This is an optimization exercise on Yosys and OpenROAD, whose aim is small area, not a production implementation.
In this exercise RTL edits were held to simulation tests only and were not proved equivalent to the original.
Power is estimated from default activity; no workload was simulated. No driver is modelled on the clock port, so clocking that relies on it looks cheaper here than on a real chip.

## run 1
// decodeExecute
module decodeExecute (
  input  logic        CLK,
  input  logic        nRST,
  input  logic        instrValid,
  input  logic [31:0] instr,
  input  logic [31:0] pc,
  output logic        instrReady,
  output logic        resValid,
  output logic [31:0] resData,
  output logic [4:0]  resDest,
  output logic [31:0] resPc,
  input  logic        resReady,
  output logic        redirectValid,
  output logic [31:0] redirectPc
);
==> flow/config.mk <==
export PLATFORM = sky130hd
export DESIGN_NAME = decodeExecute
export DESIGN_NICKNAME = decodeExecute
export VERILOG_FILES = /design/flow/design.v
export SDC_FILE = /design/flow/constraint.sdc
export NUM_CORES = 4
export LEC_CHECK = 0
export CAP_MARGIN = 10
export CORE_MARGIN = 2
export CORE_UTILIZATION = 50
export CTS_BUF_LIST = sky130_fd_sc_hd__clkbuf_16
export CTS_CLUSTER_DIAMETER = 100
export CTS_CLUSTER_SIZE = 30
export PLACE_DENSITY = 0.55
export SETUP_SLACK_MARGIN = 0.25
export SLEW_MARGIN = 10
export SYNTH_HIERARCHICAL = 1
export SYNTH_MINIMUM_KEEP_SIZE = 0
==> flow/constraint.sdc <==
create_clock -name core_clock -period 7.5 [get_ports {CLK}]
set_input_delay 1.5000 -clock core_clock [delete_from_list [all_inputs] [get_ports {CLK}]]
set_output_delay 1.5000 -clock core_clock [all_outputs]
set_load 0.01 [all_outputs]
standard.sh (not shown) runs the stock make flow with config.mk's settings and CLKGATE_MAP_FILE= SYNTH_SCRIPT=/design/flow/synth_recipe.tcl, a recipe that flattens the netlist after the stock synthesis.
==> flow/flow/run.sh <==
#!/bin/bash
# The standard layout with two changes: plain buffers on the ports (still one per port, where the
# standard flow places them) instead of the delay cell the resizer picks by default, and clock
# tree synthesis without dummy loads. Everything else, synthesis included, is standard.sh.
set -euo pipefail
cts="-sink_clustering_enable -repair_clock_nets -sink_clustering_size 30"
cts="$cts -sink_clustering_max_diameter 100 -buf_list sky130_fd_sc_hd__clkbuf_16 -dont_use_dummy_load"
bash standard.sh 'BUFFER_PORTS_ARGS=-buffer_cell sky130_fd_sc_hd__buf_1' "CTS_ARGS=$cts" finish \
  > standard_flow.log 2>&1
Run 1 has completed all stages; timing, DRC and antenna checks passed.
> inputs changed (run 1 -> run 2)
Settings: putting CELL_PAD_IN_SITES_DETAIL_PLACEMENT at 1 where nothing was set; swapping 0.55 for 0.62 in PLACE_DENSITY; swapping 50 for 56 in CORE_UTILIZATION.
[summary]
Taking run 1 as the reference, in run 2 share of the cycle needed by the critical path after routing now sits lower; global-route track usage on met2 moved up; critical path depth fell 3; final core utilization went up 6.3 points; total power comparable. The buffer and inverter count on the worst path of run 2 falls short of that of run 1 by 1. Post-CTS setup-driven buffer insertion count: run 2 vs run 1 identical. Delta (run 2 minus run 1): final design area excluding fillers shows no meaningful change, number of global-route vias before repair rose 1,694.
## Diff of input files: run 3 against run 2
Settings: CORE_UTILIZATION now 50, was 56; CELL_PAD_IN_SITES_DETAIL_PLACEMENT no longer set, was 1; GPL_TIMING_DRIVEN now 0, previously not set; PLACE_DENSITY now 0.55, was 0.62; SETUP_SLACK_MARGIN now 0.3, was 0.25.
--- outcome ---
- For run 2 and run 3, there was not a single run that failed to finish clean.
- Higher detailed-routing wirelength on met1 goes to run 2 over run 3.
- Looking at die width, run 3 sits above run 2.
- Depth of the worst register-to-register path: run 3 vs run 2 up about 9%
- Relative to run 2, total global routing track utilization has decreased by 11 points in run 3.
- Run 3 consumes more power than run 2 does.
- Any difference in final area between run 3 and run 2 is small enough to ignore.
- The final antenna diode count of run 3 falls short of that of run 2 by 2.
- Clock network contribution to total cell area: run 2 vs run 3, no meaningful difference

The RTL this note starts from:
==> flow/design.v <==
`timescale 1ns/1ps
`default_nettype none
package cpuTypesPkg;
  typedef logic [32-1:0] wordT;
  typedef enum logic [5:0] {
    OP_RTYPE = 6'h00,
    OP_J     = 6'h02,
    OP_BEQ   = 6'h04,
    OP_BNE   = 6'h05,
    OP_ADDI  = 6'h08,
    OP_ORI   = 6'h0D,
    OP_LUI   = 6'h0F
  } opcodeT;
  typedef enum logic [5:0] {
    FN_ADD = 6'h20,
    FN_SUB = 6'h22,
    FN_AND = 6'h24,
    FN_OR  = 6'h25,
    FN_SLT = 6'h2A
  } functT;
  typedef enum logic [2:0] {
    ALU_ADD   = 3'd0,    
    ALU_SUB   = 3'd1,
    ALU_AND   = 3'd2,
    ALU_OR    = 3'd3,
    ALU_SLT   = 3'd4,
    ALU_PASSB = 3'd5     
  } aluOpT;
  typedef struct packed {
    logic  valid;
    logic  regWrite;
    logic  aluSrc;    
    logic  branch;
    logic  bne;
    logic  jmp;
    aluOpT aluOp;
  } idExCtrlT;
endpackage
`default_nettype wire
module rfReadBit (
  input  logic [31:0] sel,
  input  logic [31:0] d,
  output logic [10:0] y
);
  for (genvar k = 0; k < 10; k++)
  begin : gAoi
    rfAoi3 u (.s(sel[3*k +: 3]), .d(d[3*k +: 3]), .y(y[k]));
  end
  rfAoi2 u2 (.s(sel[31:30]), .d(d[31:30]), .y(y[10]));
endmodule
module rfReadBit33 (
  input  logic [32:0] sel,
  input  logic [32:0] d,
  output logic [10:0] y
);
  for (genvar k = 0; k < 11; k++)
  begin : gAoi
    rfAoi3 u (.s(sel[3*k +: 3]), .d(d[3*k +: 3]), .y(y[k]));
  end
endmodule
module rfRowDrv (
  input  logic a,
  input  logic b,
  output logic y
);
  assign y = a & b;
endmodule
module rfAoi3 (
  input  logic [2:0] s,
  input  logic [2:0] d,
  output logic       y
);
  assign y = !((s[0] & d[0]) | (s[1] & d[1]) | (s[2] & d[2]));
endmodule
module rfAoi2 (
  input  logic [1:0] s,
  input  logic [1:0] d,
  output logic       y
);
  assign y = !((s[0] & d[0]) | (s[1] & d[1]));
endmodule
`timescale 1ns/1ps
`default_nettype none
module decodeExecute (
  input  logic        CLK,
  input  logic        nRST,
  input  logic        instrValid,
  input  logic [31:0] instr,
  input  logic [31:0] pc,
  output logic        instrReady,
  output logic        resValid,
  output logic [31:0] resData,
  output logic [4:0]  resDest,
  output logic [31:0] resPc,
  input  logic        resReady,
  output logic        redirectValid,
  output logic [31:0] redirectPc
);
  logic [31:1][31:0] regs;
  logic [31:1]       regValid;
  logic        exValid;
  logic [31:0] exA;         
  logic [31:0] exB;         
  logic [31:0] exPc;
  logic [4:0]  exDest;      
  logic        exTaken;     
  logic        exCin;       
  logic        exSelSum;    
  logic        exSelAnd;
  logic        exSelOr;
  logic        exSelSlt;
  logic enable;
  logic wbEn;
  logic [31:0] aluOut;
  logic [31:0] sum;
  assign enable        = !exValid || resReady;
  assign wbEn          = exValid && resReady;
  assign resValid      = exValid;
  assign redirectValid = exValid && exTaken;
  assign instrReady    = enable && !redirectValid;
  assign resPc         = exPc;
  assign resDest       = exDest;
  assign resData       = aluOut;
  assign redirectPc    = sum;    
  logic [5:0]  opcode;
  logic [5:0]  funct;
  logic [15:0] imm16;
  logic [4:0]  rsAddr;
  logic [4:0]  rtAddr;
  logic isR, isAdd, isSub, isAnd, isOr, isSlt;
  logic isAddi, isOri, isLui, isBeq, isBne, isJ, isBr, isBJ;
  logic aZero;   
  logic supported;
  logic immB;    
  assign opcode = instr[31:26];
  assign funct  = instr[5:0];
  assign imm16  = instr[15:0];
  assign rsAddr = instr[25:21];
  assign rtAddr = instr[20:16];
  assign isR    = opcode == 6'h00;
  assign isAdd  = isR && funct == 6'h20;
  assign isSub  = isR && funct == 6'h22;
  assign isAnd  = isR && funct == 6'h24;
  assign isOr   = isR && funct == 6'h25;
  assign isSlt  = isR && funct == 6'h2A;
  assign isAddi = opcode == 6'h08;
  assign isOri  = opcode == 6'h0D;
  assign isLui  = opcode == 6'h0F;
  assign isBeq  = opcode == 6'h04;
  assign isBne  = opcode == 6'h05;
  assign isJ    = opcode == 6'h02;
  assign isBr   = isBeq | isBne;
  assign isBJ   = isBr | isJ;
  assign aZero  = isLui | isJ;
  assign immB   = isAddi | isOri | isLui;
  assign supported = isAdd | isSub | isAnd | isOr | isSlt | isAddi | isOri | isLui | isBJ;
  logic [31:1] readOk;
  logic [1:0][32:0] sel1;    
  logic [1:0][32:0] sel2;
  logic [31:0][10:0] y1;
  logic [31:0][10:0] y2;
  logic [31:0] rdat1;
  logic [31:0] rdat2;
  logic [31:1] exDestDec;
  logic [1:0][31:1] wrEn;
  logic        byp1Hit;
  logic        byp2Hit;
  assign byp1Hit = (exDest == rsAddr) && (rsAddr != 5'd0) && !aZero;
  assign byp2Hit = (exDest == rtAddr) && (rtAddr != 5'd0) && !immB;
  always_comb
  begin
    for (int i = 1; i < 32; i++)
    begin
      exDestDec[i] = exDest == i[4:0];
      readOk[i]    = regValid[i] && !(exValid && exDestDec[i]);
    end
  end
  for (genvar h = 0; h < 2; h++)
  begin : gHalf
    rfRowDrv uByp1 (.a(exValid), .b(byp1Hit), .y(sel1[h][0]));
    rfRowDrv uByp2 (.a(exValid), .b(byp2Hit), .y(sel2[h][0]));
    rfRowDrv uImm (.a(immB), .b(immB), .y(sel2[h][32]));
    assign sel1[h][32] = 1'b0;
    for (genvar i = 1; i < 32; i++)
    begin : gRow
      rfRowDrv uSel1 (.a(readOk[i]), .b(rsAddr == i && !aZero), .y(sel1[h][i]));
      rfRowDrv uSel2 (.a(readOk[i]), .b(rtAddr == i && !immB), .y(sel2[h][i]));
      rfRowDrv uWe (.a(wbEn), .b(exDestDec[i]), .y(wrEn[h][i]));
    end
  end
  for (genvar b = 0; b < 32; b++)
  begin : gRead
    logic [32:0] d;
    assign d[0]  = aluOut[b];
    assign d[32] = (b < 16) ? (imm16[b % 16] & !isLui) :
                              ((imm16[b % 16] & isLui) | (imm16[15] & isAddi));
    for (genvar i = 1; i < 32; i++)
    begin : gCol
      assign d[i] = regs[i][b];
    end
    rfReadBit u1 (.sel(sel1[b / 16][31:0]), .d(d[31:0]), .y(y1[b]));
    rfReadBit33 u2 (.sel(sel2[b / 16]), .d(d), .y(y2[b]));
    assign rdat1[b] = !(&y1[b]);
    assign rdat2[b] = !(&y2[b]);
  end
  for (genvar i = 1; i < 32; i++)
  begin : gWrite
    always_ff @(posedge CLK)
    begin
      if (wrEn[0][i])
        regs[i][15:0] <= aluOut[15:0];
      if (wrEn[1][i])
        regs[i][31:16] <= aluOut[31:16];
    end
  end
  always_ff @(posedge CLK or negedge nRST)
  begin
    if (!nRST)
      regValid <= '0;
    else
      for (int i = 1; i < 32; i++)
        if (wrEn[0][i])
          regValid[i] <= 1'b1;
  end
  logic        eq;
  logic        taken;
  logic [3:0]  pcHi4;
  logic [31:0] target;
  logic [4:0]  dest;
  assign eq    = rdat1 == rdat2;
  assign taken = isJ | (isBeq & eq) | (isBne & !eq);
  assign pcHi4  = pc[31:28] + {3'd0, &pc[27:2]};
  assign target = isJ ? {pcHi4, instr[25:0], 2'b00} : {{14{imm16[15]}}, imm16, 2'b11};
  assign dest   = isR ? instr[15:11] : immB ? rtAddr : 5'd0;
  always_ff @(posedge CLK or negedge nRST)
  begin
    if (!nRST)
      exValid <= 1'b0;
    else if (enable)
      exValid <= instrValid && !redirectValid && supported;
  end
  always_ff @(posedge CLK)
  begin
    if (enable)
    begin
      exA      <= isBr ? pc : rdat1;
      exB      <= isBJ ? target : (isSub | isSlt) ? ~rdat2 : rdat2;
      exPc     <= pc;
      exDest   <= dest;
      exTaken  <= taken;
      exCin    <= isSub | isSlt | isBr;
      exSelSum <= isAdd | isSub | isAddi | isLui;
      exSelAnd <= isAnd;
      exSelOr  <= isOr | isOri;
      exSelSlt <= isSlt;
    end
  end
  logic [31:0] p;
  logic [31:0] g;
  logic [31:0] carry;
  logic        lt;
  assign p    = exA ^ exB;
  assign g    = exA & exB;
  always_comb
  begin
    logic [31:0] pp;
    logic [31:0] gg;
    pp    = p;
    gg    = g;
    gg[0] = g[0] | (p[0] & exCin);
    for (int l = 0; l < 5; l++)
      for (int j = 0; j < 32; j++)
        if (j % (2 << l) == (2 << l) - 1)
        begin
          gg[j] = gg[j] | (pp[j] & gg[j - (1 << l)]);
          pp[j] = pp[j] & pp[j - (1 << l)];
        end
    for (int l = 3; l >= 0; l--)
      for (int j = 0; j < 32; j++)
        if (j % (2 << l) == (1 << l) - 1 && j >= (2 << l))
        begin
          gg[j] = gg[j] | (pp[j] & gg[j - (1 << l)]);
          pp[j] = pp[j] & pp[j - (1 << l)];
        end
    carry = gg;
  end
  assign sum = p ^ {carry[30:0], exCin};
  assign lt  = (exA[31] == exB[31]) ? exA[31] : sum[31];
  assign aluOut = ({32{exSelSum}} & sum) | ({32{exSelAnd}} & g) | ({32{exSelOr}} & (p | g)) |
                  {31'd0, exSelSlt & lt};
endmodule
`default_nettype wire
Settings: LEC_CHECK=0, CAP_MARGIN=10, CORE_MARGIN=2, CORE_UTILIZATION=50, CTS_BUF_LIST=sky130_fd_sc_hd__clkbuf_16, CTS_CLUSTER_DIAMETER=100, CTS_CLUSTER_SIZE=30, PLACE_DENSITY=0.55, SETUP_SLACK_MARGIN=0.2, SLEW_MARGIN=10, SYNTH_HIERARCHICAL=1, SYNTH_MINIMUM_KEEP_SIZE=0; clock period 7.5 ns.
run.sh (not shown) runs the stock make flow with config.mk's settings and CLKGATE_MAP_FILE= SYNTH_SCRIPT=/design/flow/synth_recipe.tcl, a recipe that flattens the netlist after the stock synthesis.
Stock flow here: none of the scripts above is used.
Then changed:
==> flow/flow/run.sh (new file) <==
#!/bin/bash
# The standard layout with two changes: plain buffers on the ports (still one per port, where the
# standard flow places them) instead of the delay cell the resizer picks by default, and clock
# tree synthesis without dummy loads. Everything else, synthesis included, is standard.sh.
set -euo pipefail
cts="-sink_clustering_enable -repair_clock_nets -sink_clustering_size 30"
cts="$cts -sink_clustering_max_diameter 100 -buf_list sky130_fd_sc_hd__clkbuf_16 -dont_use_dummy_load"
bash standard.sh 'BUFFER_PORTS_ARGS=-buffer_cell sky130_fd_sc_hd__buf_1' "CTS_ARGS=$cts" finish \
  > standard_flow.log 2>&1
==> flow/standard.sh (new file) <==
#!/bin/bash
# synth_recipe.tcl (not shown) runs the flow's synth.tcl, then flattens the netlist and writes it again
# the make line also repeats each setting of config.mk as NAME=value (left out here)
make -C /OpenROAD-flow-scripts/flow DESIGN_CONFIG=/design/flow/config.mk WORK_HOME=/design/flow/orfs CLKGATE_MAP_FILE= SYNTH_SCRIPT=/design/flow/synth_recipe.tcl "${@:-finish}"
removed: flow/run.sh
What happened: Worst setup slack is better by 200 ps; routed wire length goes up by 3.5%; die area does not change; cell count came out lower by 1.0%.

[what the ideal ports hide]
In the flow no input, the clock included, has a driving cell. The finished layouts below were timed again as built, in two steps. Step 1 assumes that a clkbuf_16 drives the clock port and a buf_2 every other input. Step 2 times the ports against the registers' clock, not the clock port: input delays grow and output delays shrink by t, the midpoint of the rising clock arrivals with the driver on. Slacks: ideal ports / drivers / drivers and shift; pairs: ideal ports / drivers.
run | t, ns | slack for setup (ns) | slew at the worst register clock pin (ns)
run 1 | 0.744 | 0.478 / 0.426 / 0.478 | 0.12 / 0.12
run 2 | 0.701 | 0.683 / 0.683 / 0.683 | 0.12 / 0.12
run 3 | 0.741 | 0.226 / 0.226 / 0.226 | 0.12 / 0.12
the first run of note 2 | 0.755 | 0.196 / 0.196 / -0.335 | 0.12 / 0.12
the second run of note 2 | 0.756 | 0.401 / 0.401 / -0.185 | 0.12 / 0.12
Met with ideal ports but missed after step 2: setup timing in the first run of note 2 and the second run of note 2. The setup slack of the second run of note 2, which loses most, moves by 0.000 ns with the drivers and by -0.586 ns with both steps.
